What follows belongs to an exercise in optimizing a design on an open flow for small area; a production flow would make more cautious choices. Only simulation tests tie the RTL to the original design; equivalence was not proved. Power is estimated from default activity; no workload was simulated.

oak:
==> flow/design.v (excerpt) <==
module ex_mem_top (
   input  logic        CLK,
   input  logic        nRST,
   input  logic [3:0]  aluop,
   input  logic [31:0] porta,
   input  logic [31:0] portb,
   input  logic [31:0] imm,
   input  logic [31:0] pcn,
   input  logic [1:0]  br_kind,
   input  logic [1:0]  memtoreg,
   input  logic        regwrite,
   input  logic        memread,
   input  logic        memwrite,
   input  logic        halt,
   input  logic [4:0]  dest,
   output logic        ex_ready,
   output logic        branch_taken,
   output logic [31:0] branch_target,
   output logic        cyc,
   output logic        stb,
   output logic        we,
   output logic [31:0] adr,
   output logic [31:0] wdata,
   output logic [3:0]  sel,
   input  logic [31:0] rdata,
   input  logic        ack,
   output logic        retire_valid,
   output logic        retire_regwrite,
   output logic        retire_halt,
   output logic [4:0]  retire_dest,
   output logic [31:0] retire_data
);
Size in the first run: roughly 1,100 cells after synthesis, ~330 I/O pins, ~9400 um^2 of cells after synthesis.
clock: 7.5 ns
lec_check: 0
cap_margin: 20
core_margin: 2
core_utilization: 40
cts_cluster_diameter: 60
cts_cluster_size: 24
slew_margin: 20
standard.sh (not shown) runs the stock make flow with config.mk's settings and CLKGATE_MAP_FILE= SYNTH_SCRIPT=/design/flow/synth_recipe.tcl, a recipe that flattens the netlist after the stock synthesis.
==> flow/flow/run.sh <==
#!/bin/bash
# The standard ORFS layout, except:
#  - synthesis maps the adders (kept as their own modules until the final flatten) with
#    abc_keep.script and the rest of the logic with the area-oriented abc.script;
#    registers, their names and all other synthesis steps are the standard flow's own
#  - every input and output port gets the smallest buffer, sky130_fd_sc_hd__buf_1
set -euo pipefail
here=$(pwd)
export MY_ABC_SCRIPT=$here/flow/abc.script
export MY_ABC_SCRIPT_KEEP=$here/flow/abc_keep.script
export BUFFER_PORTS_ARGS="-buffer_cell sky130_fd_sc_hd__buf_1"
bash standard.sh SYNTH_SCRIPT=$here/flow/synth.tcl "SYNTH_KEEP_MODULES=adder_alu adder_br" finish > orfs_make.log 2>&1
==> flow/flow/abc.script <==
strash
&get -n
&deepsyn -J 100
&put
dch -f
amap
topo
upsize -c
dnsize -c
stime -c
==> flow/flow/abc_keep.script <==
strash
&get -n
&nf
&put
topo
stime -c
==> flow/flow/synth.tcl <==
proc synth {args} { yosys synth -nofsm -noshare {*}$args }
if {[info exists ::env(MY_ABC_SCRIPT)] && $::env(MY_ABC_SCRIPT) ne ""} {
  proc abc {args} {
    set i [lsearch -exact $args -script]
    if {$i >= 0} { lset args [expr {$i + 1}] $::env(MY_ABC_SCRIPT) }
    if {[info exists ::env(SYNTH_KEEP_MODULES)] && $::env(SYNTH_KEEP_MODULES) ne ""} {
      set sargs $args
      if {$i >= 0} { lset sargs [expr {$i + 1}] [expr {[info exists ::env(MY_ABC_SCRIPT_KEEP)] ? $::env(MY_ABC_SCRIPT_KEEP) : "$::env(SCRIPTS_DIR)/abc_speed.script"}] }
      puts "abc speed on $::env(SYNTH_KEEP_MODULES)"
      yosys abc {*}$sargs {*}$::env(SYNTH_KEEP_MODULES)
      puts "abc with script $::env(MY_ABC_SCRIPT) on $::env(DESIGN_NAME)"
      yosys abc {*}$args $::env(DESIGN_NAME)
    } else {
      puts "abc with script $::env(MY_ABC_SCRIPT)"
      yosys abc {*}$args
    }
  }
}
source $::env(SCRIPTS_DIR)/synth.tcl
# left out here: clear keep_hierarchy, flatten, clean up, hide names made inside functions, write 1_2_yosys.v
oak | stages: all done | timing, DRC, antenna: all pass
What pine does differently from oak at the input level:
Settings: putting GPL_TIMING_DRIVEN at 0 where nothing was set; clearing CTS_CLUSTER_SIZE, which used to be 24; clearing CTS_CLUSTER_DIAMETER, which used to be 60; swapping 20 for 5 in CAP_MARGIN; swapping 20 for 5 in SLEW_MARGIN.
Results
- Share of total power in sequential cells ended up 1.5 points higher on pine than on oak.
- Hold slack: oak vs pine — no meaningful difference
- Aggregate global-route resource usage for pine: 2.0 points down relative to oak
- Against oak, pine comes in 10 higher on pin count of the biggest net entering global routing.
- Number of instances on the worst hold path came out exactly the same in pine and oak.
- Diff oak -> pine | maximum frequency | decrease of 4.0 MHz
- pine has combinational logic power below what oak had.
- Delta(count of placed standard cells including taps, pine - oak) < 0
Input-level comparison between birch and pine:
Settings: SLEW_MARGIN changed from 5 to 0; CAP_MARGIN changed from 5 to 0; GPL_TIMING_DRIVEN removed (was 0).
## What came out
- Per the comparison of birch with pine, fmax went up 3.6%; total via count in the routed design went up 102; synthesis-to-layout area growth held; count of plain and timing-repair buffers in the layout went up about 3.3%.
- On final period demand of the worst path: between pine and birch, it ends up lower for birch.
- From pine to birch the numbers moved as follows: met1 routing resource usage after global routing moved up; worst setup slack moved up.
- birch vs pine on post-route met1 wirelength: birch is the higher one.
- birch vs pine, instance count: birch higher
- Summary of the comparison: routing usage on met3 is lower in birch, relative to pine.
- Status: die outline width parity (birch, pine)
The following lists how maple was set up differently from birch:
Settings: swapping 0 for 20 in CAP_MARGIN; swapping 0 for 20 in SLEW_MARGIN.
==> summary.txt <==
- The sequential share of layout area of maple and that of birch are within noise of each other.
- Of maple and birch, the lower area added between synthesis and finish belongs to birch.
- Power: birch vs maple, no meaningful difference
What cedar does differently from maple at the input level:
Settings: putting CTS_CLUSTER_DIAMETER at 100 where nothing was set; putting CTS_CLUSTER_SIZE at 30 where nothing was set.
--- outcome ---
cedar completed end to end with timing, DRC and antenna clean.
~same count of non-CTS buffers in the layout in maple and cedar
Compared cedar against maple; average wire length per cell after detail routing within noise.
cedar -> maple: final critical-path required period delta 0, exact match
Reported for maple and cedar, area of all placed cells without fillers turned out identical to the last digit.
The sequential power on cedar is in line with that on maple.
cedar -> maple: met3 track utilization from global routing delta 0, exact match
On core region area, maple and cedar are neck and neck.

-- static timing again, ports no longer ideal --
In the flow no input, the clock included, has a driving cell. The finished layouts below were timed again as built, in two steps.
Step 1, drivers: a clkbuf_16 drives CLK and a buf_2 each remaining input, both assumed.
Step 2 also shifts input and output timing later by t, the mid clock arrival at the registers, as if the neighbouring blocks saw the same clock.
Slacks: ideal / step 1 / step 2; pairs: ideal / step 1.
run	shift t [ns]	setup WS [ns]	hold WS [ns]	worst register clock-pin slew, ns	worst slew at a driven data input, ns
oak	0.408	0.539 / 0.516 / 0.516	0.489 / 0.489 / 0.489	0.09 / 0.09	0.05
pine	0.401	0.339 / 0.317 / 0.317	0.489 / 0.489 / 0.489	0.09 / 0.09	0.06
birch	0.409	0.585 / 0.563 / 0.563	0.490 / 0.490 / 0.490	0.09 / 0.09	0.05
maple	0.408	0.539 / 0.516 / 0.516	0.489 / 0.489 / 0.489	0.09 / 0.09	0.05
cedar	0.408	0.539 / 0.516 / 0.516	0.489 / 0.489 / 0.489	0.09 / 0.09	0.05
After both steps every run listed still meets setup and hold.
